What follows belongs to an exercise in optimizing a design on an open flow for small area, a short achievable clock period and few clock cycles per item; a production flow would make more cautious choices. Function was checked by simulation only, so behaviour that the tests miss may differ from the original. No run shown here takes its clock network from TritonCTS; it comes from the design's own scripts or RTL. The flow treats the clock pin as an ideal source. Dropping or thinning the clock tree relies on that and would not hold on a real chip. Power and IR drop assume default switching activity.

<file path="design/flow/design.v">
module argb_pixel_blend_unit (
  input  logic        clk_i,
  input  logic        rst_ni,
  input  logic        start_i,
  output logic        busy_o,
  input  logic [31:0] src_pixel_i,
  input  logic [31:0] dst_pixel_i,
  output logic        done_o,
  output logic [31:0] out_pixel_o,
  input  logic        cfg_valid_i,
  output logic        cfg_ready_o,
  input  logic [1:0]  cfg_index_i,
  input  logic [31:0] cfg_data_i
);
  logic [2:0]  mode_q;
  logic [7:0]  ca_q;
  logic        sel_q;
  logic [31:0] fill_q;
  assign cfg_ready_o = 1'b1;
  assign busy_o      = 1'b0;
  logic fill_set_q;
  always_ff @(posedge clk_i or negedge rst_ni) begin
    if (!rst_ni) begin
      mode_q     <= 3'd0;
      ca_q       <= 8'hFF;
      sel_q      <= 1'b0;
      fill_set_q <= 1'b0;
    end else if (cfg_valid_i) begin
      case (cfg_index_i)
        2'd0: mode_q     <= cfg_data_i[2:0];
        2'd1: ca_q       <= cfg_data_i[7:0];
        2'd2: sel_q      <= cfg_data_i[0];
        2'd3: fill_set_q <= 1'b1;
        default: ;
      endcase
    end
  end
  always_ff @(posedge clk_i) begin
    if (cfg_valid_i && cfg_index_i == 2'd3) fill_q <= cfg_data_i;
  end
  logic [31:0] s_pix;
  assign s_pix = ({32{sel_q && fill_set_q}} & fill_q) | ({32{!sel_q}} & src_pixel_i);
  logic        m_inv_src, m_inv_dst, m_blend, m_add, m_sub;
  logic [7:0]  alpha;
  logic [23:0] p_d, q_d;
  logic [7:0]  top_d;
  assign m_inv_src = (mode_q == 3'd1);
  assign m_inv_dst = (mode_q == 3'd2);
  assign m_blend   = (mode_q == 3'd3) || (mode_q == 3'd4) || (mode_q == 3'd7);
  assign m_add     = (mode_q == 3'd5);
  assign m_sub     = (mode_q == 3'd6);
  always_comb begin
    case (mode_q)
      3'd3:    alpha = s_pix[31:24];
      3'd4:    alpha = dst_pixel_i[31:24];
      default: alpha = ca_q;
    endcase
  end
  assign p_d   = m_inv_dst ? ~dst_pixel_i[23:0] :
                 (m_inv_src || m_sub) ? ~s_pix[23:0] : s_pix[23:0];
  assign q_d   = dst_pixel_i[23:0];
  assign top_d = m_inv_dst ? ~dst_pixel_i[31:24] :
                 m_inv_src ? ~s_pix[31:24] :
                 (mode_q == 3'd0) ? s_pix[31:24] : 8'd0;
  logic        v1_q;
  logic [23:0] p_q, q_q;
  logic [7:0]  top1_q, ra_q;
  logic        dir1_q, dirb1_q, add1_q, sub1_q;
  always_ff @(posedge clk_i or negedge rst_ni) begin
    if (!rst_ni) v1_q <= 1'b0;
    else         v1_q <= start_i;
  end
  logic [7:0] rb_q, rb;
  always_ff @(posedge clk_i) begin
    p_q     <= p_d;
    q_q     <= q_d;
    top1_q  <= top_d;
    ra_q    <= m_blend ? alpha : 8'd0;
    rb_q    <= m_blend ? ~alpha : 8'd0;
    dir1_q  <= !m_blend;
    dirb1_q <= m_add || m_sub;
    add1_q  <= m_add;
    sub1_q  <= m_sub;
  end
  assign rb = rb_q;
  logic [7:0] pp0 [8];
  logic [7:0] da0, db0;
  always_comb begin
    for (int i = 0; i < 8; i++)
      pp0[i] = ({8{ra_q[i]}} & p_q[7:0]) | ({8{rb[i]}} & q_q[7:0]);
  end
  assign da0 = p_q[7:0] & {8{dir1_q}};
  assign db0 = q_q[7:0] & {8{dirb1_q}};
  logic [7:0] pp1 [8];
  logic [7:0] da1, db1;
  always_comb begin
    for (int i = 0; i < 8; i++)
      pp1[i] = ({8{ra_q[i]}} & p_q[15:8]) | ({8{rb[i]}} & q_q[15:8]);
  end
  assign da1 = p_q[15:8] & {8{dir1_q}};
  assign db1 = q_q[15:8] & {8{dirb1_q}};
  logic [7:0] pp2 [8];
  logic [7:0] da2, db2;
  always_comb begin
    for (int i = 0; i < 8; i++)
      pp2[i] = ({8{ra_q[i]}} & p_q[23:16]) | ({8{rb[i]}} & q_q[23:16]);
  end
  assign da2 = p_q[23:16] & {8{dir1_q}};
  assign db2 = q_q[23:16] & {8{dirb1_q}};
  logic [2:0] cy1;
  logic [9:0] cys0;
  assign cys0 = {1'b0, p_q[7:0], sub1_q} + {1'b0, q_q[7:0], sub1_q};
  assign cy1[0] = cys0[9];
  logic [9:0] cys1;
  assign cys1 = {1'b0, p_q[15:8], sub1_q} + {1'b0, q_q[15:8], sub1_q};
  assign cy1[1] = cys1[9];
  logic [9:0] cys2;
  assign cys2 = {1'b0, p_q[23:16], sub1_q} + {1'b0, q_q[23:16], sub1_q};
  assign cy1[2] = cys2[9];
  logic t0_1;
  logic t0_2;
  abp_fa u_t0_1 (.a(pp0[0][2]), .b(pp0[1][1]), .c(pp0[2][0]), .s(t0_1), .co(t0_2));
  logic t0_3;
  logic t0_4;
  abp_fa u_t0_3 (.a(pp0[0][3]), .b(pp0[1][2]), .c(pp0[2][1]), .s(t0_3), .co(t0_4));
  logic t0_5;
  logic t0_6;
  abp_fa u_t0_5 (.a(pp0[0][4]), .b(pp0[1][3]), .c(pp0[2][2]), .s(t0_5), .co(t0_6));
  logic t0_7;
  logic t0_8;
  abp_fa u_t0_7 (.a(pp0[0][5]), .b(pp0[1][4]), .c(pp0[2][3]), .s(t0_7), .co(t0_8));
  logic t0_9;
  logic t0_10;
  abp_fa u_t0_9 (.a(pp0[3][2]), .b(pp0[4][1]), .c(pp0[5][0]), .s(t0_9), .co(t0_10));
  logic t0_11;
  logic t0_12;
  abp_fa u_t0_11 (.a(pp0[0][6]), .b(pp0[1][5]), .c(pp0[2][4]), .s(t0_11), .co(t0_12));
  logic t0_13;
  logic t0_14;
  abp_fa u_t0_13 (.a(pp0[3][3]), .b(pp0[4][2]), .c(pp0[5][1]), .s(t0_13), .co(t0_14));
  logic t0_15;
  logic t0_16;
  abp_fa u_t0_15 (.a(pp0[0][7]), .b(pp0[1][6]), .c(pp0[2][5]), .s(t0_15), .co(t0_16));
  logic t0_17;
  logic t0_18;
  abp_fa u_t0_17 (.a(pp0[3][4]), .b(pp0[4][3]), .c(pp0[5][2]), .s(t0_17), .co(t0_18));
  logic t0_19;
  logic t0_20;
  abp_fa u_t0_19 (.a(pp0[1][7]), .b(pp0[2][6]), .c(pp0[3][5]), .s(t0_19), .co(t0_20));
  logic t0_21;
  logic t0_22;
  abp_fa u_t0_21 (.a(pp0[4][4]), .b(pp0[5][3]), .c(pp0[6][2]), .s(t0_21), .co(t0_22));
  logic t0_23;
  logic t0_24;
  abp_fa u_t0_23 (.a(pp0[7][1]), .b(da0[0]), .c(db0[0]), .s(t0_23), .co(t0_24));
  logic t0_25;
  logic t0_26;
  abp_fa u_t0_25 (.a(pp0[2][7]), .b(pp0[3][6]), .c(pp0[4][5]), .s(t0_25), .co(t0_26));
  logic t0_27;
  logic t0_28;
  abp_fa u_t0_27 (.a(pp0[5][4]), .b(pp0[6][3]), .c(pp0[7][2]), .s(t0_27), .co(t0_28));
  logic t0_29;
  logic t0_30;
  abp_ha u_t0_29 (.a(da0[1]), .b(db0[1]), .s(t0_29), .co(t0_30));
  logic t0_31;
  logic t0_32;
  abp_fa u_t0_31 (.a(pp0[3][7]), .b(pp0[4][6]), .c(pp0[5][5]), .s(t0_31), .co(t0_32));
  logic t0_33;
  logic t0_34;
  abp_fa u_t0_33 (.a(pp0[6][4]), .b(pp0[7][3]), .c(da0[2]), .s(t0_33), .co(t0_34));
  logic t0_35;
  logic t0_36;
  abp_fa u_t0_35 (.a(pp0[4][7]), .b(pp0[5][6]), .c(pp0[6][5]), .s(t0_35), .co(t0_36));
  logic t0_37;
  logic t0_38;
  abp_fa u_t0_37 (.a(pp0[7][4]), .b(da0[3]), .c(db0[3]), .s(t0_37), .co(t0_38));
  logic t0_39;
  logic t0_40;
  abp_fa u_t0_39 (.a(pp0[5][7]), .b(pp0[6][6]), .c(pp0[7][5]), .s(t0_39), .co(t0_40));
  logic t0_41;
  logic t0_42;
  abp_fa u_t0_41 (.a(pp0[6][7]), .b(pp0[7][6]), .c(da0[5]), .s(t0_41), .co(t0_42));
  logic t0_43;
  logic t0_44;
  abp_fa u_t0_43 (.a(pp0[7][7]), .b(da0[6]), .c(db0[6]), .s(t0_43), .co(t0_44));
  logic t1_1;
  logic t1_2;
  abp_fa u_t1_1 (.a(pp1[0][2]), .b(pp1[1][1]), .c(pp1[2][0]), .s(t1_1), .co(t1_2));
  logic t1_3;
  logic t1_4;
  abp_fa u_t1_3 (.a(pp1[0][3]), .b(pp1[1][2]), .c(pp1[2][1]), .s(t1_3), .co(t1_4));
  logic t1_5;
  logic t1_6;
  abp_fa u_t1_5 (.a(pp1[0][4]), .b(pp1[1][3]), .c(pp1[2][2]), .s(t1_5), .co(t1_6));
  logic t1_7;
  logic t1_8;
  abp_fa u_t1_7 (.a(pp1[0][5]), .b(pp1[1][4]), .c(pp1[2][3]), .s(t1_7), .co(t1_8));
  logic t1_9;
  logic t1_10;
  abp_fa u_t1_9 (.a(pp1[3][2]), .b(pp1[4][1]), .c(pp1[5][0]), .s(t1_9), .co(t1_10));
  logic t1_11;
  logic t1_12;
  abp_fa u_t1_11 (.a(pp1[0][6]), .b(pp1[1][5]), .c(pp1[2][4]), .s(t1_11), .co(t1_12));
  logic t1_13;
  logic t1_14;
  abp_fa u_t1_13 (.a(pp1[3][3]), .b(pp1[4][2]), .c(pp1[5][1]), .s(t1_13), .co(t1_14));
  logic t1_15;
  logic t1_16;
  abp_fa u_t1_15 (.a(pp1[0][7]), .b(pp1[1][6]), .c(pp1[2][5]), .s(t1_15), .co(t1_16));
  logic t1_17;
  logic t1_18;
  abp_fa u_t1_17 (.a(pp1[3][4]), .b(pp1[4][3]), .c(pp1[5][2]), .s(t1_17), .co(t1_18));
  logic t1_19;
  logic t1_20;
  abp_fa u_t1_19 (.a(pp1[1][7]), .b(pp1[2][6]), .c(pp1[3][5]), .s(t1_19), .co(t1_20));
  logic t1_21;
  logic t1_22;
  abp_fa u_t1_21 (.a(pp1[4][4]), .b(pp1[5][3]), .c(pp1[6][2]), .s(t1_21), .co(t1_22));
  logic t1_23;
  logic t1_24;
  abp_fa u_t1_23 (.a(pp1[7][1]), .b(da1[0]), .c(db1[0]), .s(t1_23), .co(t1_24));
  logic t1_25;
  logic t1_26;
  abp_fa u_t1_25 (.a(pp1[2][7]), .b(pp1[3][6]), .c(pp1[4][5]), .s(t1_25), .co(t1_26));
  logic t1_27;
  logic t1_28;
  abp_fa u_t1_27 (.a(pp1[5][4]), .b(pp1[6][3]), .c(pp1[7][2]), .s(t1_27), .co(t1_28));
  logic t1_29;
  logic t1_30;
  abp_ha u_t1_29 (.a(da1[1]), .b(db1[1]), .s(t1_29), .co(t1_30));
  logic t1_31;
  logic t1_32;
  abp_fa u_t1_31 (.a(pp1[3][7]), .b(pp1[4][6]), .c(pp1[5][5]), .s(t1_31), .co(t1_32));
  logic t1_33;
  logic t1_34;
  abp_fa u_t1_33 (.a(pp1[6][4]), .b(pp1[7][3]), .c(da1[2]), .s(t1_33), .co(t1_34));
  logic t1_35;
  logic t1_36;
  abp_fa u_t1_35 (.a(pp1[4][7]), .b(pp1[5][6]), .c(pp1[6][5]), .s(t1_35), .co(t1_36));
  logic t1_37;
  logic t1_38;
  abp_fa u_t1_37 (.a(pp1[7][4]), .b(da1[3]), .c(db1[3]), .s(t1_37), .co(t1_38));
  logic t1_39;
  logic t1_40;
  abp_fa u_t1_39 (.a(pp1[5][7]), .b(pp1[6][6]), .c(pp1[7][5]), .s(t1_39), .co(t1_40));
  logic t1_41;
  logic t1_42;
  abp_fa u_t1_41 (.a(pp1[6][7]), .b(pp1[7][6]), .c(da1[5]), .s(t1_41), .co(t1_42));
  logic t1_43;
  logic t1_44;
  abp_fa u_t1_43 (.a(pp1[7][7]), .b(da1[6]), .c(db1[6]), .s(t1_43), .co(t1_44));
  logic t2_1;
  logic t2_2;
  abp_fa u_t2_1 (.a(pp2[0][2]), .b(pp2[1][1]), .c(pp2[2][0]), .s(t2_1), .co(t2_2));
  logic t2_3;
  logic t2_4;
  abp_fa u_t2_3 (.a(pp2[0][3]), .b(pp2[1][2]), .c(pp2[2][1]), .s(t2_3), .co(t2_4));
  logic t2_5;
  logic t2_6;
  abp_fa u_t2_5 (.a(pp2[0][4]), .b(pp2[1][3]), .c(pp2[2][2]), .s(t2_5), .co(t2_6));
  logic t2_7;
  logic t2_8;
  abp_fa u_t2_7 (.a(pp2[0][5]), .b(pp2[1][4]), .c(pp2[2][3]), .s(t2_7), .co(t2_8));
  logic t2_9;
  logic t2_10;
  abp_fa u_t2_9 (.a(pp2[3][2]), .b(pp2[4][1]), .c(pp2[5][0]), .s(t2_9), .co(t2_10));
  logic t2_11;
  logic t2_12;
  abp_fa u_t2_11 (.a(pp2[0][6]), .b(pp2[1][5]), .c(pp2[2][4]), .s(t2_11), .co(t2_12));
  logic t2_13;
  logic t2_14;
  abp_fa u_t2_13 (.a(pp2[3][3]), .b(pp2[4][2]), .c(pp2[5][1]), .s(t2_13), .co(t2_14));
  logic t2_15;
  logic t2_16;
  abp_fa u_t2_15 (.a(pp2[0][7]), .b(pp2[1][6]), .c(pp2[2][5]), .s(t2_15), .co(t2_16));
  logic t2_17;
  logic t2_18;
  abp_fa u_t2_17 (.a(pp2[3][4]), .b(pp2[4][3]), .c(pp2[5][2]), .s(t2_17), .co(t2_18));
  logic t2_19;
  logic t2_20;
  abp_fa u_t2_19 (.a(pp2[1][7]), .b(pp2[2][6]), .c(pp2[3][5]), .s(t2_19), .co(t2_20));
  logic t2_21;
  logic t2_22;
  abp_fa u_t2_21 (.a(pp2[4][4]), .b(pp2[5][3]), .c(pp2[6][2]), .s(t2_21), .co(t2_22));
  logic t2_23;
  logic t2_24;
  abp_fa u_t2_23 (.a(pp2[7][1]), .b(da2[0]), .c(db2[0]), .s(t2_23), .co(t2_24));
  logic t2_25;
  logic t2_26;
  abp_fa u_t2_25 (.a(pp2[2][7]), .b(pp2[3][6]), .c(pp2[4][5]), .s(t2_25), .co(t2_26));
  logic t2_27;
  logic t2_28;
  abp_fa u_t2_27 (.a(pp2[5][4]), .b(pp2[6][3]), .c(pp2[7][2]), .s(t2_27), .co(t2_28));
  logic t2_29;
  logic t2_30;
  abp_ha u_t2_29 (.a(da2[1]), .b(db2[1]), .s(t2_29), .co(t2_30));
  logic t2_31;
  logic t2_32;
  abp_fa u_t2_31 (.a(pp2[3][7]), .b(pp2[4][6]), .c(pp2[5][5]), .s(t2_31), .co(t2_32));
  logic t2_33;
  logic t2_34;
  abp_fa u_t2_33 (.a(pp2[6][4]), .b(pp2[7][3]), .c(da2[2]), .s(t2_33), .co(t2_34));
  logic t2_35;
  logic t2_36;
  abp_fa u_t2_35 (.a(pp2[4][7]), .b(pp2[5][6]), .c(pp2[6][5]), .s(t2_35), .co(t2_36));
  logic t2_37;
  logic t2_38;
  abp_fa u_t2_37 (.a(pp2[7][4]), .b(da2[3]), .c(db2[3]), .s(t2_37), .co(t2_38));
  logic t2_39;
  logic t2_40;
  abp_fa u_t2_39 (.a(pp2[5][7]), .b(pp2[6][6]), .c(pp2[7][5]), .s(t2_39), .co(t2_40));
  logic t2_41;
  logic t2_42;
  abp_fa u_t2_41 (.a(pp2[6][7]), .b(pp2[7][6]), .c(da2[5]), .s(t2_41), .co(t2_42));
  logic t2_43;
  logic t2_44;
  abp_fa u_t2_43 (.a(pp2[7][7]), .b(da2[6]), .c(db2[6]), .s(t2_43), .co(t2_44));
  logic t0_45;
  logic t0_46;
  abp_fa u_t0_45 (.a(t0_2), .b(t0_3), .c(pp0[3][0]), .s(t0_45), .co(t0_46));
  logic t0_47;
  logic t0_48;
  abp_fa u_t0_47 (.a(t0_4), .b(t0_5), .c(pp0[3][1]), .s(t0_47), .co(t0_48));
  logic t0_49;
  logic t0_50;
  abp_fa u_t0_49 (.a(t0_6), .b(t0_7), .c(t0_9), .s(t0_49), .co(t0_50));
  logic t0_51;
  logic t0_52;
  abp_fa u_t0_51 (.a(t0_8), .b(t0_10), .c(t0_11), .s(t0_51), .co(t0_52));
  logic t0_53;
  logic t0_54;
  abp_fa u_t0_53 (.a(t0_12), .b(t0_14), .c(t0_15), .s(t0_53), .co(t0_54));
  logic t0_55;
  logic t0_56;
  abp_fa u_t0_55 (.a(t0_17), .b(pp0[6][1]), .c(pp0[7][0]), .s(t0_55), .co(t0_56));
  logic t0_57;
  logic t0_58;
  abp_fa u_t0_57 (.a(t0_16), .b(t0_18), .c(t0_19), .s(t0_57), .co(t0_58));
  logic t0_59;
  logic t0_60;
  abp_ha u_t0_59 (.a(t0_21), .b(t0_23), .s(t0_59), .co(t0_60));
  logic t0_61;
  logic t0_62;
  abp_fa u_t0_61 (.a(t0_20), .b(t0_22), .c(t0_24), .s(t0_61), .co(t0_62));
  logic t0_63;
  logic t0_64;
  abp_fa u_t0_63 (.a(t0_25), .b(t0_27), .c(t0_29), .s(t0_63), .co(t0_64));
  logic t0_65;
  logic t0_66;
  abp_fa u_t0_65 (.a(t0_26), .b(t0_28), .c(t0_30), .s(t0_65), .co(t0_66));
  logic t0_67;
  logic t0_68;
  abp_fa u_t0_67 (.a(t0_31), .b(t0_33), .c(db0[2]), .s(t0_67), .co(t0_68));
  logic t0_69;
  logic t0_70;
  abp_fa u_t0_69 (.a(t0_32), .b(t0_34), .c(t0_35), .s(t0_69), .co(t0_70));
  logic t0_71;
  logic t0_72;
  abp_fa u_t0_71 (.a(t0_36), .b(t0_38), .c(t0_39), .s(t0_71), .co(t0_72));
  logic t0_73;
  logic t0_74;
  abp_fa u_t0_73 (.a(t0_40), .b(t0_41), .c(db0[5]), .s(t0_73), .co(t0_74));
  logic t0_75;
  logic t0_76;
  abp_fa u_t0_75 (.a(t0_44), .b(da0[7]), .c(db0[7]), .s(t0_75), .co(t0_76));
  logic t1_45;
  logic t1_46;
  abp_fa u_t1_45 (.a(t1_2), .b(t1_3), .c(pp1[3][0]), .s(t1_45), .co(t1_46));
  logic t1_47;
  logic t1_48;
  abp_fa u_t1_47 (.a(t1_4), .b(t1_5), .c(pp1[3][1]), .s(t1_47), .co(t1_48));
  logic t1_49;
  logic t1_50;
  abp_fa u_t1_49 (.a(t1_6), .b(t1_7), .c(t1_9), .s(t1_49), .co(t1_50));
  logic t1_51;
  logic t1_52;
  abp_fa u_t1_51 (.a(t1_8), .b(t1_10), .c(t1_11), .s(t1_51), .co(t1_52));
  logic t1_53;
  logic t1_54;
  abp_fa u_t1_53 (.a(t1_12), .b(t1_14), .c(t1_15), .s(t1_53), .co(t1_54));
  logic t1_55;
  logic t1_56;
  abp_fa u_t1_55 (.a(t1_17), .b(pp1[6][1]), .c(pp1[7][0]), .s(t1_55), .co(t1_56));
  logic t1_57;
  logic t1_58;
  abp_fa u_t1_57 (.a(t1_16), .b(t1_18), .c(t1_19), .s(t1_57), .co(t1_58));
  logic t1_59;
  logic t1_60;
  abp_ha u_t1_59 (.a(t1_21), .b(t1_23), .s(t1_59), .co(t1_60));
  logic t1_61;
  logic t1_62;
  abp_fa u_t1_61 (.a(t1_20), .b(t1_22), .c(t1_24), .s(t1_61), .co(t1_62));
  logic t1_63;
  logic t1_64;
  abp_fa u_t1_63 (.a(t1_25), .b(t1_27), .c(t1_29), .s(t1_63), .co(t1_64));
  logic t1_65;
  logic t1_66;
  abp_fa u_t1_65 (.a(t1_26), .b(t1_28), .c(t1_30), .s(t1_65), .co(t1_66));
  logic t1_67;
  logic t1_68;
  abp_fa u_t1_67 (.a(t1_31), .b(t1_33), .c(db1[2]), .s(t1_67), .co(t1_68));
  logic t1_69;
  logic t1_70;
  abp_fa u_t1_69 (.a(t1_32), .b(t1_34), .c(t1_35), .s(t1_69), .co(t1_70));
  logic t1_71;
  logic t1_72;
  abp_fa u_t1_71 (.a(t1_36), .b(t1_38), .c(t1_39), .s(t1_71), .co(t1_72));
  logic t1_73;
  logic t1_74;
  abp_fa u_t1_73 (.a(t1_40), .b(t1_41), .c(db1[5]), .s(t1_73), .co(t1_74));
  logic t1_75;
  logic t1_76;
  abp_fa u_t1_75 (.a(t1_44), .b(da1[7]), .c(db1[7]), .s(t1_75), .co(t1_76));
  logic t2_45;
  logic t2_46;
  abp_fa u_t2_45 (.a(t2_2), .b(t2_3), .c(pp2[3][0]), .s(t2_45), .co(t2_46));
  logic t2_47;
  logic t2_48;
  abp_fa u_t2_47 (.a(t2_4), .b(t2_5), .c(pp2[3][1]), .s(t2_47), .co(t2_48));
  logic t2_49;
  logic t2_50;
  abp_fa u_t2_49 (.a(t2_6), .b(t2_7), .c(t2_9), .s(t2_49), .co(t2_50));
  logic t2_51;
  logic t2_52;
  abp_fa u_t2_51 (.a(t2_8), .b(t2_10), .c(t2_11), .s(t2_51), .co(t2_52));
  logic t2_53;
  logic t2_54;
  abp_fa u_t2_53 (.a(t2_12), .b(t2_14), .c(t2_15), .s(t2_53), .co(t2_54));
  logic t2_55;
  logic t2_56;
  abp_fa u_t2_55 (.a(t2_17), .b(pp2[6][1]), .c(pp2[7][0]), .s(t2_55), .co(t2_56));
  logic t2_57;
  logic t2_58;
  abp_fa u_t2_57 (.a(t2_16), .b(t2_18), .c(t2_19), .s(t2_57), .co(t2_58));
  logic t2_59;
  logic t2_60;
  abp_ha u_t2_59 (.a(t2_21), .b(t2_23), .s(t2_59), .co(t2_60));
  logic t2_61;
  logic t2_62;
  abp_fa u_t2_61 (.a(t2_20), .b(t2_22), .c(t2_24), .s(t2_61), .co(t2_62));
  logic t2_63;
  logic t2_64;
  abp_fa u_t2_63 (.a(t2_25), .b(t2_27), .c(t2_29), .s(t2_63), .co(t2_64));
  logic t2_65;
  logic t2_66;
  abp_fa u_t2_65 (.a(t2_26), .b(t2_28), .c(t2_30), .s(t2_65), .co(t2_66));
  logic t2_67;
  logic t2_68;
  abp_fa u_t2_67 (.a(t2_31), .b(t2_33), .c(db2[2]), .s(t2_67), .co(t2_68));
  logic t2_69;
  logic t2_70;
  abp_fa u_t2_69 (.a(t2_32), .b(t2_34), .c(t2_35), .s(t2_69), .co(t2_70));
  logic t2_71;
  logic t2_72;
  abp_fa u_t2_71 (.a(t2_36), .b(t2_38), .c(t2_39), .s(t2_71), .co(t2_72));
  logic t2_73;
  logic t2_74;
  abp_fa u_t2_73 (.a(t2_40), .b(t2_41), .c(db2[5]), .s(t2_73), .co(t2_74));
  logic t2_75;
  logic t2_76;
  abp_fa u_t2_75 (.a(t2_44), .b(da2[7]), .c(db2[7]), .s(t2_75), .co(t2_76));
  logic v2_q, add2_q, sub2_q;
  logic [7:0] top2_q;
  logic [2:0] cy2_q;
  always_ff @(posedge clk_i or negedge rst_ni) begin
    if (!rst_ni) v2_q <= 1'b0;
    else         v2_q <= v1_q;
  end
  logic [43:0] r2_0_q;
  logic [43:0] r2_1_q;
  logic [43:0] r2_2_q;
  always_ff @(posedge clk_i) begin
    add2_q <= add1_q;
    sub2_q <= sub1_q;
    top2_q <= top1_q;
    cy2_q <= cy1;
    r2_0_q <= {t0_76, t0_75, t0_43, t0_42, t0_74, t0_73, t0_72, db0[4], da0[4], t0_71, t0_70, t0_37, t0_69, t0_68, t0_66, t0_67, t0_65, t0_64, t0_62, t0_63, t0_61, t0_60, t0_58, t0_59, t0_57, t0_56, t0_54, t0_55, t0_53, t0_52, pp0[6][0], t0_13, t0_51, t0_50, t0_49, t0_48, pp0[4][0], t0_47, t0_46, t0_45, t0_1, pp0[1][0], pp0[0][1], pp0[0][0]};
    r2_1_q <= {t1_76, t1_75, t1_43, t1_42, t1_74, t1_73, t1_72, db1[4], da1[4], t1_71, t1_70, t1_37, t1_69, t1_68, t1_66, t1_67, t1_65, t1_64, t1_62, t1_63, t1_61, t1_60, t1_58, t1_59, t1_57, t1_56, t1_54, t1_55, t1_53, t1_52, pp1[6][0], t1_13, t1_51, t1_50, t1_49, t1_48, pp1[4][0], t1_47, t1_46, t1_45, t1_1, pp1[1][0], pp1[0][1], pp1[0][0]};
    r2_2_q <= {t2_76, t2_75, t2_43, t2_42, t2_74, t2_73, t2_72, db2[4], da2[4], t2_71, t2_70, t2_37, t2_69, t2_68, t2_66, t2_67, t2_65, t2_64, t2_62, t2_63, t2_61, t2_60, t2_58, t2_59, t2_57, t2_56, t2_54, t2_55, t2_53, t2_52, pp2[6][0], t2_13, t2_51, t2_50, t2_49, t2_48, pp2[4][0], t2_47, t2_46, t2_45, t2_1, pp2[1][0], pp2[0][1], pp2[0][0]};
  end
  logic t2_0_1;
  logic t2_0_2;
  abp_ha u_t2_0_1 (.a(r2_0_q[10]), .b(r2_0_q[11]), .s(t2_0_1), .co(t2_0_2));
  logic t2_0_3;
  logic t2_0_4;
  abp_ha u_t2_0_3 (.a(r2_0_q[14]), .b(r2_0_q[15]), .s(t2_0_3), .co(t2_0_4));
  logic t2_0_5;
  logic t2_0_6;
  abp_fa u_t2_0_5 (.a(r2_0_q[17]), .b(r2_0_q[18]), .c(r2_0_q[19]), .s(t2_0_5), .co(t2_0_6));
  logic t2_0_7;
  logic t2_0_8;
  abp_fa u_t2_0_7 (.a(r2_0_q[21]), .b(r2_0_q[22]), .c(r2_0_q[23]), .s(t2_0_7), .co(t2_0_8));
  logic t2_0_9;
  logic t2_0_10;
  abp_fa u_t2_0_9 (.a(r2_0_q[25]), .b(r2_0_q[26]), .c(r2_0_q[27]), .s(t2_0_9), .co(t2_0_10));
  logic t2_0_11;
  logic t2_0_12;
  abp_fa u_t2_0_11 (.a(r2_0_q[29]), .b(r2_0_q[30]), .c(r2_0_q[31]), .s(t2_0_11), .co(t2_0_12));
  logic t2_0_13;
  logic t2_0_14;
  abp_fa u_t2_0_13 (.a(r2_0_q[33]), .b(r2_0_q[34]), .c(r2_0_q[35]), .s(t2_0_13), .co(t2_0_14));
  logic t2_1_1;
  logic t2_1_2;
  abp_ha u_t2_1_1 (.a(r2_1_q[10]), .b(r2_1_q[11]), .s(t2_1_1), .co(t2_1_2));
  logic t2_1_3;
  logic t2_1_4;
  abp_ha u_t2_1_3 (.a(r2_1_q[14]), .b(r2_1_q[15]), .s(t2_1_3), .co(t2_1_4));
  logic t2_1_5;
  logic t2_1_6;
  abp_fa u_t2_1_5 (.a(r2_1_q[17]), .b(r2_1_q[18]), .c(r2_1_q[19]), .s(t2_1_5), .co(t2_1_6));
  logic t2_1_7;
  logic t2_1_8;
  abp_fa u_t2_1_7 (.a(r2_1_q[21]), .b(r2_1_q[22]), .c(r2_1_q[23]), .s(t2_1_7), .co(t2_1_8));
  logic t2_1_9;
  logic t2_1_10;
  abp_fa u_t2_1_9 (.a(r2_1_q[25]), .b(r2_1_q[26]), .c(r2_1_q[27]), .s(t2_1_9), .co(t2_1_10));
  logic t2_1_11;
  logic t2_1_12;
  abp_fa u_t2_1_11 (.a(r2_1_q[29]), .b(r2_1_q[30]), .c(r2_1_q[31]), .s(t2_1_11), .co(t2_1_12));
  logic t2_1_13;
  logic t2_1_14;
  abp_fa u_t2_1_13 (.a(r2_1_q[33]), .b(r2_1_q[34]), .c(r2_1_q[35]), .s(t2_1_13), .co(t2_1_14));
  logic t2_2_1;
  logic t2_2_2;
  abp_ha u_t2_2_1 (.a(r2_2_q[10]), .b(r2_2_q[11]), .s(t2_2_1), .co(t2_2_2));
  logic t2_2_3;
  logic t2_2_4;
  abp_ha u_t2_2_3 (.a(r2_2_q[14]), .b(r2_2_q[15]), .s(t2_2_3), .co(t2_2_4));
  logic t2_2_5;
  logic t2_2_6;
  abp_fa u_t2_2_5 (.a(r2_2_q[17]), .b(r2_2_q[18]), .c(r2_2_q[19]), .s(t2_2_5), .co(t2_2_6));
  logic t2_2_7;
  logic t2_2_8;
  abp_fa u_t2_2_7 (.a(r2_2_q[21]), .b(r2_2_q[22]), .c(r2_2_q[23]), .s(t2_2_7), .co(t2_2_8));
  logic t2_2_9;
  logic t2_2_10;
  abp_fa u_t2_2_9 (.a(r2_2_q[25]), .b(r2_2_q[26]), .c(r2_2_q[27]), .s(t2_2_9), .co(t2_2_10));
  logic t2_2_11;
  logic t2_2_12;
  abp_fa u_t2_2_11 (.a(r2_2_q[29]), .b(r2_2_q[30]), .c(r2_2_q[31]), .s(t2_2_11), .co(t2_2_12));
  logic t2_2_13;
  logic t2_2_14;
  abp_fa u_t2_2_13 (.a(r2_2_q[33]), .b(r2_2_q[34]), .c(r2_2_q[35]), .s(t2_2_13), .co(t2_2_14));
  logic t2_0_15;
  logic t2_0_16;
  abp_ha u_t2_0_15 (.a(r2_0_q[5]), .b(r2_0_q[6]), .s(t2_0_15), .co(t2_0_16));
  logic t2_0_17;
  logic t2_0_18;
  abp_ha u_t2_0_17 (.a(r2_0_q[8]), .b(r2_0_q[9]), .s(t2_0_17), .co(t2_0_18));
  logic t2_0_19;
  logic t2_0_20;
  abp_fa u_t2_0_19 (.a(t2_0_1), .b(r2_0_q[12]), .c(r2_0_q[13]), .s(t2_0_19), .co(t2_0_20));
  logic t2_0_21;
  logic t2_0_22;
  abp_fa u_t2_0_21 (.a(t2_0_2), .b(t2_0_3), .c(r2_0_q[16]), .s(t2_0_21), .co(t2_0_22));
  logic t2_0_23;
  logic t2_0_24;
  abp_fa u_t2_0_23 (.a(t2_0_4), .b(t2_0_5), .c(r2_0_q[20]), .s(t2_0_23), .co(t2_0_24));
  logic t2_0_25;
  logic t2_0_26;
  abp_fa u_t2_0_25 (.a(t2_0_6), .b(t2_0_7), .c(r2_0_q[24]), .s(t2_0_25), .co(t2_0_26));
  logic t2_0_27;
  logic t2_0_28;
  abp_fa u_t2_0_27 (.a(t2_0_8), .b(t2_0_9), .c(r2_0_q[28]), .s(t2_0_27), .co(t2_0_28));
  logic t2_0_29;
  logic t2_0_30;
  abp_fa u_t2_0_29 (.a(t2_0_10), .b(t2_0_11), .c(r2_0_q[32]), .s(t2_0_29), .co(t2_0_30));
  logic t2_0_31;
  logic t2_0_32;
  abp_fa u_t2_0_31 (.a(t2_0_12), .b(t2_0_13), .c(r2_0_q[36]), .s(t2_0_31), .co(t2_0_32));
  logic t2_0_33;
  logic t2_0_34;
  abp_fa u_t2_0_33 (.a(t2_0_14), .b(r2_0_q[37]), .c(r2_0_q[38]), .s(t2_0_33), .co(t2_0_34));
  logic t2_0_35;
  logic t2_0_36;
  abp_fa u_t2_0_35 (.a(r2_0_q[39]), .b(r2_0_q[40]), .c(r2_0_q[41]), .s(t2_0_35), .co(t2_0_36));
  logic t2_1_15;
  logic t2_1_16;
  abp_ha u_t2_1_15 (.a(r2_1_q[5]), .b(r2_1_q[6]), .s(t2_1_15), .co(t2_1_16));
  logic t2_1_17;
  logic t2_1_18;
  abp_ha u_t2_1_17 (.a(r2_1_q[8]), .b(r2_1_q[9]), .s(t2_1_17), .co(t2_1_18));
  logic t2_1_19;
  logic t2_1_20;
  abp_fa u_t2_1_19 (.a(t2_1_1), .b(r2_1_q[12]), .c(r2_1_q[13]), .s(t2_1_19), .co(t2_1_20));
  logic t2_1_21;
  logic t2_1_22;
  abp_fa u_t2_1_21 (.a(t2_1_2), .b(t2_1_3), .c(r2_1_q[16]), .s(t2_1_21), .co(t2_1_22));
  logic t2_1_23;
  logic t2_1_24;
  abp_fa u_t2_1_23 (.a(t2_1_4), .b(t2_1_5), .c(r2_1_q[20]), .s(t2_1_23), .co(t2_1_24));
  logic t2_1_25;
  logic t2_1_26;
  abp_fa u_t2_1_25 (.a(t2_1_6), .b(t2_1_7), .c(r2_1_q[24]), .s(t2_1_25), .co(t2_1_26));
  logic t2_1_27;
  logic t2_1_28;
  abp_fa u_t2_1_27 (.a(t2_1_8), .b(t2_1_9), .c(r2_1_q[28]), .s(t2_1_27), .co(t2_1_28));
  logic t2_1_29;
  logic t2_1_30;
  abp_fa u_t2_1_29 (.a(t2_1_10), .b(t2_1_11), .c(r2_1_q[32]), .s(t2_1_29), .co(t2_1_30));
  logic t2_1_31;
  logic t2_1_32;
  abp_fa u_t2_1_31 (.a(t2_1_12), .b(t2_1_13), .c(r2_1_q[36]), .s(t2_1_31), .co(t2_1_32));
  logic t2_1_33;
  logic t2_1_34;
  abp_fa u_t2_1_33 (.a(t2_1_14), .b(r2_1_q[37]), .c(r2_1_q[38]), .s(t2_1_33), .co(t2_1_34));
  logic t2_1_35;
  logic t2_1_36;
  abp_fa u_t2_1_35 (.a(r2_1_q[39]), .b(r2_1_q[40]), .c(r2_1_q[41]), .s(t2_1_35), .co(t2_1_36));
  logic t2_2_15;
  logic t2_2_16;
  abp_ha u_t2_2_15 (.a(r2_2_q[5]), .b(r2_2_q[6]), .s(t2_2_15), .co(t2_2_16));
  logic t2_2_17;
  logic t2_2_18;
  abp_ha u_t2_2_17 (.a(r2_2_q[8]), .b(r2_2_q[9]), .s(t2_2_17), .co(t2_2_18));
  logic t2_2_19;
  logic t2_2_20;
  abp_fa u_t2_2_19 (.a(t2_2_1), .b(r2_2_q[12]), .c(r2_2_q[13]), .s(t2_2_19), .co(t2_2_20));
  logic t2_2_21;
  logic t2_2_22;
  abp_fa u_t2_2_21 (.a(t2_2_2), .b(t2_2_3), .c(r2_2_q[16]), .s(t2_2_21), .co(t2_2_22));
  logic t2_2_23;
  logic t2_2_24;
  abp_fa u_t2_2_23 (.a(t2_2_4), .b(t2_2_5), .c(r2_2_q[20]), .s(t2_2_23), .co(t2_2_24));
  logic t2_2_25;
  logic t2_2_26;
  abp_fa u_t2_2_25 (.a(t2_2_6), .b(t2_2_7), .c(r2_2_q[24]), .s(t2_2_25), .co(t2_2_26));
  logic t2_2_27;
  logic t2_2_28;
  abp_fa u_t2_2_27 (.a(t2_2_8), .b(t2_2_9), .c(r2_2_q[28]), .s(t2_2_27), .co(t2_2_28));
  logic t2_2_29;
  logic t2_2_30;
  abp_fa u_t2_2_29 (.a(t2_2_10), .b(t2_2_11), .c(r2_2_q[32]), .s(t2_2_29), .co(t2_2_30));
  logic t2_2_31;
  logic t2_2_32;
  abp_fa u_t2_2_31 (.a(t2_2_12), .b(t2_2_13), .c(r2_2_q[36]), .s(t2_2_31), .co(t2_2_32));
  logic t2_2_33;
  logic t2_2_34;
  abp_fa u_t2_2_33 (.a(t2_2_14), .b(r2_2_q[37]), .c(r2_2_q[38]), .s(t2_2_33), .co(t2_2_34));
  logic t2_2_35;
  logic t2_2_36;
  abp_fa u_t2_2_35 (.a(r2_2_q[39]), .b(r2_2_q[40]), .c(r2_2_q[41]), .s(t2_2_35), .co(t2_2_36));
  logic [5:0] lo3_0;
  assign lo3_0 = {1'b0, t2_0_15, r2_0_q[4], r2_0_q[3], r2_0_q[1], r2_0_q[0]} + {1'b0, r2_0_q[7], 1'b0, 1'b0, r2_0_q[2], 1'b0};
  logic [5:0] lo3_1;
  assign lo3_1 = {1'b0, t2_1_15, r2_1_q[4], r2_1_q[3], r2_1_q[1], r2_1_q[0]} + {1'b0, r2_1_q[7], 1'b0, 1'b0, r2_1_q[2], 1'b0};
  logic [5:0] lo3_2;
  assign lo3_2 = {1'b0, t2_2_15, r2_2_q[4], r2_2_q[3], r2_2_q[1], r2_2_q[0]} + {1'b0, r2_2_q[7], 1'b0, 1'b0, r2_2_q[2], 1'b0};
  logic v3_q, add3_q, sub3_q;
  logic [7:0] top3_q;
  logic [2:0] cy3_q;
  always_ff @(posedge clk_i or negedge rst_ni) begin
    if (!rst_ni) v3_q <= 1'b0;
    else         v3_q <= v2_q;
  end
  logic [23:0] r3_0_q;
  logic [23:0] r3_1_q;
  logic [23:0] r3_2_q;
  always_ff @(posedge clk_i) begin
    add3_q <= add2_q;
    sub3_q <= sub2_q;
    top3_q <= top2_q;
    cy3_q <= cy2_q;
    r3_0_q <= {r2_0_q[43], r2_0_q[42], t2_0_36, t2_0_35, t2_0_34, t2_0_33, t2_0_32, t2_0_31, t2_0_30, t2_0_29, t2_0_28, t2_0_27, t2_0_26, t2_0_25, t2_0_24, t2_0_23, t2_0_22, t2_0_21, (t2_0_20 | sub2_q), t2_0_19, (t2_0_18 | sub2_q), (lo3_0[5] | sub2_q), t2_0_17, (t2_0_16 | sub2_q)};
    r3_1_q <= {r2_1_q[43], r2_1_q[42], t2_1_36, t2_1_35, t2_1_34, t2_1_33, t2_1_32, t2_1_31, t2_1_30, t2_1_29, t2_1_28, t2_1_27, t2_1_26, t2_1_25, t2_1_24, t2_1_23, t2_1_22, t2_1_21, (t2_1_20 | sub2_q), t2_1_19, (t2_1_18 | sub2_q), (lo3_1[5] | sub2_q), t2_1_17, (t2_1_16 | sub2_q)};
    r3_2_q <= {r2_2_q[43], r2_2_q[42], t2_2_36, t2_2_35, t2_2_34, t2_2_33, t2_2_32, t2_2_31, t2_2_30, t2_2_29, t2_2_28, t2_2_27, t2_2_26, t2_2_25, t2_2_24, t2_2_23, t2_2_22, t2_2_21, (t2_2_20 | sub2_q), t2_2_19, (t2_2_18 | sub2_q), (lo3_2[5] | sub2_q), t2_2_17, (t2_2_16 | sub2_q)};
  end
  logic [7:0] res_d [3];
  logic [16:0] fa0, fb0, fs0;
  assign fa0 = {r3_0_q[23], r3_0_q[21], r3_0_q[19], r3_0_q[17], r3_0_q[15], r3_0_q[13], r3_0_q[11], r3_0_q[9], r3_0_q[7], r3_0_q[5], r3_0_q[3], r3_0_q[0], 1'b0, 1'b0, 1'b0, 1'b0, 1'b0};
  assign fb0 = {1'b0, r3_0_q[22], r3_0_q[20], r3_0_q[18], r3_0_q[16], r3_0_q[14], r3_0_q[12], r3_0_q[10], r3_0_q[8], r3_0_q[6], r3_0_q[4], r3_0_q[1], 1'b0, 1'b0, 1'b0, 1'b0, 1'b0};
  assign fs0[4:0] = 5'd0;
  logic [12:0] fh0;
  assign fh0 = {fa0[16:5], r3_0_q[2]} + {fb0[16:5], r3_0_q[2]};
  assign fs0[16:5] = fh0[12:1];
  assign res_d[0] = (add3_q && cy3_q[0]) ? 8'hFF :
                    (sub3_q && !cy3_q[0]) ? 8'h00 : fs0[15:8];
  logic [16:0] fa1, fb1, fs1;
  assign fa1 = {r3_1_q[23], r3_1_q[21], r3_1_q[19], r3_1_q[17], r3_1_q[15], r3_1_q[13], r3_1_q[11], r3_1_q[9], r3_1_q[7], r3_1_q[5], r3_1_q[3], r3_1_q[0], 1'b0, 1'b0, 1'b0, 1'b0, 1'b0};
  assign fb1 = {1'b0, r3_1_q[22], r3_1_q[20], r3_1_q[18], r3_1_q[16], r3_1_q[14], r3_1_q[12], r3_1_q[10], r3_1_q[8], r3_1_q[6], r3_1_q[4], r3_1_q[1], 1'b0, 1'b0, 1'b0, 1'b0, 1'b0};
  assign fs1[4:0] = 5'd0;
  logic [12:0] fh1;
  assign fh1 = {fa1[16:5], r3_1_q[2]} + {fb1[16:5], r3_1_q[2]};
  assign fs1[16:5] = fh1[12:1];
  assign res_d[1] = (add3_q && cy3_q[1]) ? 8'hFF :
                    (sub3_q && !cy3_q[1]) ? 8'h00 : fs1[15:8];
  logic [16:0] fa2, fb2, fs2;
  assign fa2 = {r3_2_q[23], r3_2_q[21], r3_2_q[19], r3_2_q[17], r3_2_q[15], r3_2_q[13], r3_2_q[11], r3_2_q[9], r3_2_q[7], r3_2_q[5], r3_2_q[3], r3_2_q[0], 1'b0, 1'b0, 1'b0, 1'b0, 1'b0};
  assign fb2 = {1'b0, r3_2_q[22], r3_2_q[20], r3_2_q[18], r3_2_q[16], r3_2_q[14], r3_2_q[12], r3_2_q[10], r3_2_q[8], r3_2_q[6], r3_2_q[4], r3_2_q[1], 1'b0, 1'b0, 1'b0, 1'b0, 1'b0};
  assign fs2[4:0] = 5'd0;
  logic [12:0] fh2;
  assign fh2 = {fa2[16:5], r3_2_q[2]} + {fb2[16:5], r3_2_q[2]};
  assign fs2[16:5] = fh2[12:1];
  assign res_d[2] = (add3_q && cy3_q[2]) ? 8'hFF :
                    (sub3_q && !cy3_q[2]) ? 8'h00 : fs2[15:8];
  logic        vo_q;
  logic [31:0] out_q;
  always_ff @(posedge clk_i or negedge rst_ni) begin
    if (!rst_ni) vo_q <= 1'b0;
    else         vo_q <= v3_q;
  end
  always_ff @(posedge clk_i) begin
    out_q <= {top3_q, res_d[2], res_d[1], res_d[0]};
  end
  assign done_o      = vo_q;
  assign out_pixel_o = out_q;
endmodule
module abp_fa (
  input  logic a,
  input  logic b,
  input  logic c,
  output logic s,
  output logic co
);
  assign s  = a ^ b ^ c;
  assign co = (a & b) | (a & c) | (b & c);
endmodule
module abp_ha (
  input  logic a,
  input  logic b,
  output logic s,
  output logic co
);
  assign s  = a ^ b;
  assign co = a & b;
endmodule
</file>
<file path="design/flow/flow/run.sh">
#!/bin/bash
# The standard layout (the standard.sh, standard synthesis unchanged) with
# smaller port buffers and a two-level clock tree built by flow/pre_cts.tcl
# (four root buffers on the clock port, sixteen leaf buffers) in place of
# TritonCTS. Each tool's output goes to standard.log.
set -euo pipefail
export BUFFER_PORTS_ARGS="-buffer_cell sky130_fd_sc_hd__buf_2"
export PRE_CTS_TCL="$PWD/flow/pre_cts.tcl"
bash standard.sh > standard.log 2>&1
</file>
<file path="design/flow/flow/clock_tree.tcl">
proc build_clock_tree {nx ny leafcell rootcell} {
  set db [ord::get_db]
  set block [ord::get_db_block]
  set clk [$block findNet clk_i]
  set pts {}
  foreach it [$clk getITerms] {
    set inst [$it getInst]
    set b [$inst getBBox]
    lappend pts [list $it [expr {([$b xMin]+[$b xMax])/2}] [expr {([$b yMin]+[$b yMax])/2}]]
  }
  set n [llength $pts]
  set byx [lsort -integer -index 1 $pts]
  set leaves {}
  for {set i 0} {$i < $nx} {incr i} {
    set col [lsort -integer -index 2 [lrange $byx [expr {$i * $n / $nx}] [expr {($i + 1) * $n / $nx - 1}]]]
    set m [llength $col]
    for {set j 0} {$j < $ny} {incr j} {
      set c [lrange $col [expr {$j * $m / $ny}] [expr {($j + 1) * $m / $ny - 1}]]
      if {[llength $c] == 0} continue
      set cx 0; set cy 0
      foreach p $c { set cx [expr {$cx + [lindex $p 1]}]; set cy [expr {$cy + [lindex $p 2]}] }
      set q [expr {($i < $nx / 2 ? 0 : 1) + ($j < $ny / 2 ? 0 : 2)}]
      lappend leaves [list $c [expr {$cx / [llength $c]}] [expr {$cy / [llength $c]}] $q]
    }
  }
  set leafm [$db findMaster $leafcell]
  set rootm [$db findMaster $rootcell]
  set k 0
  for {set q 0} {$q < 4} {incr q} {
    set mine {}
    foreach l $leaves { if {[lindex $l 3] == $q} { lappend mine $l } }
    if {[llength $mine] == 0} continue
    set rx 0; set ry 0
    foreach l $mine { set rx [expr {$rx + [lindex $l 1]}]; set ry [expr {$ry + [lindex $l 2]}] }
    set root [odb::dbInst_create $block $rootm clkbuf_root_$q]
    $root setLocation [expr {$rx / [llength $mine]}] [expr {$ry / [llength $mine]}]
    $root setPlacementStatus PLACED
    set rnet [odb::dbNet_create $block clknet_root_$q]
    $rnet setSigType CLOCK
    [$root findITerm A] connect $clk
    [$root findITerm X] connect $rnet
    foreach l $mine {
      set b [odb::dbInst_create $block $leafm clkbuf_leaf_$k]
      $b setLocation [lindex $l 1] [lindex $l 2]
      $b setPlacementStatus PLACED
      set net [odb::dbNet_create $block clknet_leaf_$k]
      $net setSigType CLOCK
      [$b findITerm A] connect $rnet
      [$b findITerm X] connect $net
      foreach p [lindex $l 0] {
        set it [lindex $p 0]
        $it disconnect
        $it connect $net
      }
      incr k
    }
  }
  $clk setSigType CLOCK
  puts "build_clock_tree: $n sinks, $k leaf buffers"
}
</file>
<file path="design/flow/flow/pre_cts.tcl">
# PRE_CTS hook: build the clock tree here (two buffer levels, see
# clock_tree.tcl) instead of TritonCTS, whose H-tree adds a third level.
source [file join [file dirname [info script]] clock_tree.tcl]
build_clock_tree 4 4 sky130_fd_sc_hd__clkbuf_16 sky130_fd_sc_hd__clkbuf_16
set_propagated_clock [all_clocks]
# cts.tcl calls clock_tree_synthesis next; the tree is already built.
rename clock_tree_synthesis orfs_unused_clock_tree_synthesis
proc clock_tree_synthesis {args} {
  puts "clock_tree_synthesis skipped: clock tree built by flow/pre_cts.tcl"
}
</file>
<file path="design/flow/standard.sh">
#!/bin/bash
# synth_recipe.tcl (not shown) runs the flow's synth.tcl, then flattens the netlist and writes it again
# the make line also repeats each setting of config.mk as NAME=value (left out here)
make -C /OpenROAD-flow-scripts/flow DESIGN_CONFIG=/design/flow/config.mk WORK_HOME=/design/flow/orfs CLKGATE_MAP_FILE= SYNTH_SCRIPT=/design/flow/synth_recipe.tcl "${@:-finish}"
</file>
<file path="design/flow/config.mk">
export PLATFORM = sky130hd
export DESIGN_NAME = argb_pixel_blend_unit
export DESIGN_NICKNAME = argb_pixel_blend_unit
export VERILOG_FILES = /design/flow/design.v
export SDC_FILE = /design/flow/constraint.sdc
export NUM_CORES = 4
export LEC_CHECK = 0
export CAP_MARGIN = 20
export CORE_MARGIN = 2
export CORE_UTILIZATION = 40
export SETUP_SLACK_MARGIN = 3.65
export SLEW_MARGIN = 20
export SYNTH_HIERARCHICAL = 1
</file>
<file path="design/flow/constraint.sdc">
create_clock -name core_clock -period 5.5 [get_ports {clk_i}]
set_input_delay 1.1000 -clock core_clock [delete_from_list [all_inputs] [get_ports {clk_i}]]
set_output_delay 1.1000 -clock core_clock [all_outputs]
set_load 0.01 [all_outputs]
</file>
==> results of run 1 <==
[Yosys cell counts, types with 22 or more instances]
| cell | instances |
|---|---|
| dfxtp_1 | 329 |
| a22o_1 | 193 |
| fa_1 | 150 |
| clkbuf_1 | 85 |
| ha_1 | 75 |
| and2_1 | 51 |
| a21oi_1 | 36 |
| xnor2_1 | 36 |
| edfxtp_1 | 32 |
| mux2i_1 | 32 |
| a22oi_1 | 24 |
| nor2_1 | 22 |
[cell families (layout without fill, tap and decap cells)]
group / count (synthesis) / after routing / synth area share, %
xor+xnor: 39 / 39 / 2.003
fa+ha+maj: 225 / 225 / 23.11
other cells: 2 / 6 / 0.04404
compound gates: 370 / 371 / 17.10
buf+inv: 116 / 226 / 2.818
simple gates: 146 / 146 / 4.916
mux: 52 / 52 / 3.199
flops: 378 / 378 / 46.81
[worst max-delay path: stages (launching register included)]
cell	delay [ps]
dfxtp_4	400
buf_6	150
buf_12	140
a22o_1	220
fa_2	540
fa_2	420
[layer usage]
metal	vias to the layer above	global-route usage, %	wire, um
met5	-	0	38
met3	101	3.456	3171
met2	453	32.27	20800
li1	4988	-	-
met1	5512	25.87	19190
met4	6	5.245	1525
[power by group through the flow]
stage | logic, mW | registers (mW) | clock network, mW
2_1_floorplan | 3.10 | 4.19 | 0
6_report | 4.69 | 4.71 | 1.46
5_1_grt | 5.26 | 4.80 | 1.60
3_5_place_dp | 3.89 | 4.72 | 0
3_3_place_gp | 3.77 | 4.70 | 0
4_1_cts | 4.38 | 4.66 | 1.51
[layout by cell type, fill, tap and decap left out, types with 9 or more instances in the layout]
cell type / n
and2_1: 51
fa_1: 99
mux2_2: 12
a22oi_1: 24
ha_1: 66
buf_6: 39
fa_2: 51
nor2_1: 20
dfxtp_2: 62
o21ai_0: 18
buf_2: 110
dfxtp_1: 244
mux2i_1: 32
o22ai_1: 11
or2_2: 11
clkbuf_16: 23
a21o_1: 18
a22o_1: 190
dfxtp_4: 23
buf_4: 18
edfxtp_1: 32
nand3_1: 9
buf_12: 19
and3_1: 12
nand2_1: 20
xnor2_1: 36
a21oi_1: 30
[sequential cells by signal (all words and copies together), names as in the netlist, 23 cells and up]
register  count
r2_2_q       42
r3_0_q       23
r3_2_q       23
r3_1_q       23
r2_1_q       42
fill_q       32
p_q          24
q_q          24
r2_0_q       42
out_q        32
[metrics by stage]
stage | hold WS [ps] | setup slack, ps | cell area, um^2
finish | 330.5 | 3525 | 20230
global route | 339.5 | 3491 | 20220
CTS | 332.9 | 3526 | 19640
detailed placement | 312.1 | 2964 | 18070
global placement | 311.2 | 3060 | 18070
floorplan | 309.6 | 3590 | 17160
[modules after synthesis, one instance, submodules excluded]
module,flip-flops and latches,cell area [um^2],times used,cells inside
argb_pixel_blend_unit,378,13820,1,1160
abp_fa,0,20.02,150,1
abp_ha,0,12.51,18,1
[worst max-delay path by stage]
stage | startpoint | to | cells after the start
CTS | rb_q[3] | r2_0_q[28] | 5
global placement | mode_q[0] | p_q[13] | 4
finish | rb_q[3] | r2_1_q[19] | 5
floorplan | src_pixel_i[27] | ra_q[3] | 3
detailed placement | mode_q[0] | p_q[8] | 4
global route | ra_q[7] | r2_0_q[24] | 5
[layout make-up]
cell class,instances,area share (%)
multi-input cells,835,44.68
diodes,4,0.04947
plain buffers,20,2.474
well taps,539,3.333
repair buffers,199,9.004
inverters,7,0.1484
flip-flops and latches,378,40.31
[timing repair]
| action | 4_1_cts | 5_1_grt |
|---|---|---|
| buffers inserted | 35 | 14 |
| setup endpoints to repair | 160 | 163 |
| pin swaps | 57 | 75 |
| gates cloned | 8 | 3 |
| hold endpoints to repair | 0 | 0 |
| gates resized for setup | 180 | 87 |
==> summary.txt, run 1 <==
* Critical Path AT at 2180 ps
* WL per Instance at 22.57 um
* Initial antenna violation count at 4
* RSZ-0062 raised after global routing: true
* Min-delay src: top3_q[1]
* Top fanout value on the critical path at 5
* # rows at 75
* Filler cells at 3,676
* Fin cells at 1,982
* Multi-input logic area at 9040 um^2
* Vert. Die Dim at 210.5 um
* First drt pass iteration count at 5
* Antenna-violating nets left at 0
* Cell-internal power at 6.863 mW
* Clk network pwr share at 13.5%
* Slew @ Worst Pin at 621.4 ps
* Worst Path Required at 5700 ps
* Fin crit period at 1975 ps
* Global-route wire length before repair at 66,940 um
* Largest net degree at the start of global routing at 35
* Worst slew margin at 58.57%
* FFs w/ async S/R, synth at 4.497%
* RD Place Congestion at 0.8347
* Final Hold Viols at 0
* Vias in the first global route at 11,392
* Total track usage at 19.30%
* Reg2reg setup slack at 3520 ps
* Comb power frac at 43.2%
* Ranking of synthesized cells by area: dfxtp_1 (39%), fa_1 (18%), a22o_1 (9.9%)
* R2r endpoint: r2_1_q[19]
* CTS Hold Buffers Added at 0
* Starting Density at 40.56%
* Syn_area_per_cell at 12.84 um^2
* Setup violators final at 0
* Vias per cell at 5.580
* EDFF count, synth at 32
* Gr ovfl total at 0
* Net Sw Frac at 36.76%
* Worst-Skew Late Latency at 330 ps
* Boundary Pins at 137
* Storage cell area at 8155 um^2
* Worst vdd ir at 0.2376 mV
* P per Cell Area at 536.4 nW/um^2
* Vias at 11,060
* IO Port Bufs at 134
* Core footprint at 42,040 um^2
* Net count, final at 1,768
* # DRC at 0
* Register bit total from synthesis at 378
* Worst reg2reg path startpoint: rb_q[3]
* Prevailing post-synth register cell: dfxtp_1
* Final WL at 44,730 um
* Netlist cell types at 58
* Top cell type's share of synthesized area at 38.62%
* YS warnings at 15
* Placed Instances at 1,898
* Status: complete, no violations
* Fmax at 0.5062 GHz
* Syn_nets at 1,655
* Hold Path Sink: out_q[25]
* MaxCap Viol Count at 0
* DRT iter0 DRCs at 697
* Kind of critical path: reg2reg
* Hold Crit Depth at 0
* Final period util at 35.92%
* Largest area contributor in the netlist: dfxtp_1
* Worst R2R Path Depth at 5
* Die Span X at 210.5 um
* Layout cell share with drive strength beyond 1 at 31.27%
* Final Power at 10.85 mW
* Startpoint types: flop
* Seq pwr share at 43.4%
* Final Core Density at 48.13%
* P_leak at 8.555 nW
* Final Max Tran Viols at 0
* P_sw at 3.989 mW
* CTS clk-pin slew, worst paths at 90 ps
* Final Skew at 14.13 ps
* Layout area overhead at 18.64%
* Setup TNS at 0 ps
* Cell Area, Synth at 17,050 um^2
* Post-synthesis sequential area ratio at 46.81%
* Min-delay worst type: reg2reg
* Placed wire-length estimate at 28,480 um
* Cell count after synthesis at 1,328
* Die area at 44,300 um^2
* CP Capture Type: flop
Testbench counts, summed over its fixed seeds: cycles 16,967, items 16,026.
==> inputs of run 2 (changes only) <==
--- a/design/flow/config.mk
+++ b/design/flow/config.mk
@@ -9,5 +9,5 @@
 export CORE_MARGIN = 2
 export CORE_UTILIZATION = 40
-export SETUP_SLACK_MARGIN = 3.65
+export SETUP_SLACK_MARGIN = 3.75
 export SLEW_MARGIN = 20
 export SYNTH_HIERARCHICAL = 1
==> summary.txt, run 2 <==
* Prevailing post-synth register cell: dfxtp_1 (unchanged)
* Vert. Die Dim at 210.5 um (unchanged)
* Vias at 11,261 (was 11,060)
* Worst R2R Path Depth at 5 (unchanged)
* Vias in the first global route at 11,521 (was 11,392)
* Cell Chain, Critical Path: buf_12, buf_6, a22o_1, fa_2, fa_2 (was buf_6, buf_12, a22o_1, fa_2, fa_2)
* Worst-Skew Late Latency at 330 ps (about the same)
* Synth Area in Adders at 23.11% (unchanged)
* Die Span X at 210.5 um (unchanged)
* RD Place Congestion at 0.8264 (was 0.8347)
* Netlist cell types at 58 (unchanged)
* Most frequent cells in the layout: dfxtp_1 (223), a22o_1 (187), buf_2 (107) (was dfxtp_1 (244), a22o_1 (190), buf_2 (110))
* Largest net degree at the start of global routing at 35 (unchanged)
* Fin crit period at 1956 ps (was 1975 ps)
* Startpoint types: flop (unchanged)
* DRT iter0 DRCs at 740 (was 697)
* Placed Instances at 1,896 (was 1,898)
* Finished Cell Area at 20,880 um^2 (was 20,230 um^2)
* Largest family of logic cells by synthesized area: adder cells (unchanged)
* Layout cell share with drive strength beyond 1 at 38.31% (was 31.27%)
* Synth top cells by count: dfxtp_1 (329), a22o_1 (193), fa_1 (150) (unchanged)
* Largest area contributor in the netlist: dfxtp_1 (unchanged)
* Synth Area in Simple Gates at 4.916% (unchanged)
* Final Skew at 14.42 ps (was 14.13 ps)
* Most common cell after layout, fill and taps aside: dfxtp_1 (unchanged)
* Crit path max-delay family: adder cells (unchanged)
* P_leak at 8.688 nW (was 8.555 nW)
* Cell Area, Synth at 17,050 um^2 (unchanged)
* Most common cell in the netlist: dfxtp_1 (unchanged)
* # rows at 75 (unchanged)
* Kind of critical path: reg2reg (unchanged)
* Critical path's largest stage delay at 550 ps (was 540 ps)
* # DRC at 0 (unchanged)
* Filler cells at 3,591 (was 3,676)
* Setup TNS at 0 ps (unchanged)
* Worst Path Required at 5700 ps (about the same)
* Post-synthesis sequential area ratio at 46.81% (unchanged)
* Dpl cell area at 18,090 um^2 (was 18,070 um^2)
* Slowest CP cell: fa_2 (unchanged)
* YS warnings at 15 (unchanged)
* Global-route wire length before repair at 69,880 um (was 66,940 um)
* Hold Crit Depth at 0 (unchanged)
* Register bit total from synthesis at 378 (unchanged)
* P per Cell Area at 540.4 nW/um^2 (was 536.4 nW/um^2)
* Ranking of synthesized cells by area: dfxtp_1 (39%), fa_1 (18%), a22o_1 (9.9%) (unchanged)
* CP Capture Type: flop (unchanged)
* Status: complete, no violations (unchanged)
* Biggest regs: r2_0_q x42, r2_1_q x42, r2_2_q x42 (unchanged)
* Cell count after synthesis at 1,328 (unchanged)
* Crit path top cell by count: fa_2 (unchanged)
* Mux contribution to synthesized area at 3.199% (unchanged)
* Top cell type's share of synthesized area at 38.62% (unchanged)
* Min-delay worst type: reg2reg (unchanged)
* Gr ovfl total at 0 (unchanged)
* XOR/XNOR Fraction of Synth Area at 2.003% (unchanged)
* Initial antenna violation count at 8 (was 4)
* Synth Area in Compound Gates at 17.10% (unchanged)
* Final Max Tran Viols at 0 (unchanged)
* Syn_area_per_cell at 12.84 um^2 (unchanged)
* Critical Path Stages at 5 (unchanged)
* IO Port Bufs at 134 (unchanged)
* Core footprint at 42,040 um^2 (unchanged)
* Placed wire-length estimate at 28,450 um (was 28,480 um)
* Final WL at 46,260 um (was 44,730 um)
* CTS clk-pin slew, worst paths at 90 ps (about the same)
* Top fanout value on the critical path at 5 (unchanged)
* Die area at 44,300 um^2 (unchanged)
* Fin cells at 2,000 (was 1,982)
* RSZ-0062 raised after global routing: true (unchanged)
* FFs w/ async S/R, synth at 4.497% (unchanged)
* CTS Hold Buffers Added at 0 (unchanged)
* First drt pass iteration count at 5 (unchanged)
* Worst slew margin at 62.50% (was 58.57%)
* Net count, final at 1,788 (was 1,768)
* Syn_nets at 1,655 (unchanged)
* Boundary Pins at 137 (unchanged)
* Critical Path AT at 2160 ps (was 2180 ps)
* Antenna-violating nets left at 0 (unchanged)
* Layout area overhead at 22.42% (was 18.64%)
* Total track usage at 20.27% (was 19.30%)
* Starting Density at 40.56% (unchanged)
* WL per Instance at 23.13 um (was 22.57 um)
* Slew @ Worst Pin at 561.7 ps (was 621.4 ps)
* Final period util at 35.56% (was 35.92%)
* Final Hold Viols at 0 (unchanged)
* Setup violators final at 0 (unchanged)
* EDFF count, synth at 32 (unchanged)
* Worst vdd ir at 0.2439 mV (was 0.2376 mV)
* MaxCap Viol Count at 0 (unchanged)
* WP buf/inv at 2 (unchanged)
* Fmax at 0.5112 GHz (was 0.5062 GHz)
* Vias per cell at 5.631 (was 5.580)
## run 2: cell types whose count changed in the layout (fill, tap and decap cells not counted), sizes merged
cell      before  now
clkinvlp       1    0
inv            6    7
diode          4    2
clkbuf        24   21
buf          194  216
and3          13   14
## run 2: routing by layer
layer  up-vias  part of all wire (%)  GRT usage (%)
met5         -                  0.16              0
met4        12                   4.5          6.459
met3       132                   7.2          4.023
met2       501                    46          33.32
met1      5584                    42          27.01
li1       5032                     -              -
## run 2: area by class of cell
class	instances	area (um^2)	share of cell area (%)
sequential	378	8184	39.20
buffer	20	500.5	2.397
multi-input combinational	836	9376	44.91
inverter	7	28.78	0.1378
antenna	2	5.005	0.02397
tap	539	674.4	3.230
timing repair buffer	218	2107	10.09
## run 2: path summary, 6_finish.rpt
kind	from	to	slack [ps]
worst min register to register	top3_q[5]	out_q[29]	330
worst max-delay path	rb_q[5]	r2_1_q[16]	3540
worst max register to register	rb_q[5]	r2_1_q[16]	3540
min in group asynchronous	rst_ni	sel_q	710
max in group asynchronous	rst_ni	mode_q[1]	4460
worst min-delay path	top3_q[5]	out_q[29]	330
## run 2: kinds of logic (layout without fill, tap and decap cells)
| family | Yosys count | after routing |
|---|---|---|
| xor+xnor | 39 | 39 |
| mux | 52 | 52 |
| fa+ha+maj | 225 | 225 |
| simple gates | 146 | 147 |
| flops | 378 | 378 |
| other cells | 2 | 4 |
| compound gates | 370 | 371 |
| buf+inv | 116 | 245 |
## run 2: worst reg2reg max path: stages, from the launching register on
cell,delay (ps)
dfxtp_4,400
buf_12,140
buf_6,110
a22o_1,220
fa_2,550
fa_2,420
## run 2: power breakdown
part	internal (mW)	leakage, nW	switching [mW]
sequential	3.85	3.24	0.872
combinational	2.61	5.20	2.49
clock	0.657	0.246	0.801
total	7.12	8.69	4.16
## run 2: timing repair
action                                  in CTS  in global routing
endpoints found under the setup margin     234                159
cloned                                      10                  1
pin swaps                                   72                 86
resized for setup                          255                114
setup buffers                               54                 17
## run 2: modules after synthesis (local to each module, per instance)
module,cells,area (um^2),flops+latches
abp_fa,1,20.02,0
argb_pixel_blend_unit,1160,13820,378
abp_ha,1,12.51,0
## run 2: stage by stage
stage                     total power [mW]  hold slack, ps  util (%)  worst slack [ps]
after global placement               8.479           310.9     43.03              3006
after floorplan                      7.381           309.6         -              3590
final                                11.28           332.3     49.66              3544
after CTS                            10.84           333.7     48.13              3549
after global routing                 12.06           342.2     49.65              3530
after detailed placement             8.624           312.1     43.03              2940

## afterwards: timing with drivers on the ports
How much do the figures lean on ideal ports? The routed layouts below were timed once more, with nothing changed but the port constraints.
Step 1 sets driving cells, clkbuf_16 on the clock port and buf_2 on the other inputs (assumed; they add their load-dependent delay and slew).
Step 2 moves the port delays by t, midway between the first and last clock arrival at a register: inputs arrive t later, outputs are due t later. That takes back most of the time a late clock gives input paths.
Three values: ideal ports, drivers, drivers and shift; two values: the first two.
| run | t, ns | setup WS [ns] | slew at the worst register clock pin (ns) | cell pins on the clock port's net |
|---|---|---|---|---|
| run 1 | 0.435 | 3.525 / 3.460 / 3.400 | 0.10 / 0.10 | 4 |
| run 2 | 0.433 | 3.544 / 3.447 / 3.408 | 0.10 / 0.10 | 4 |
After both steps setup and hold are still met in every run listed. For run 2, which loses most, drivers alone change the setup slack by -0.097 ns; drivers and shift together by -0.136 ns.
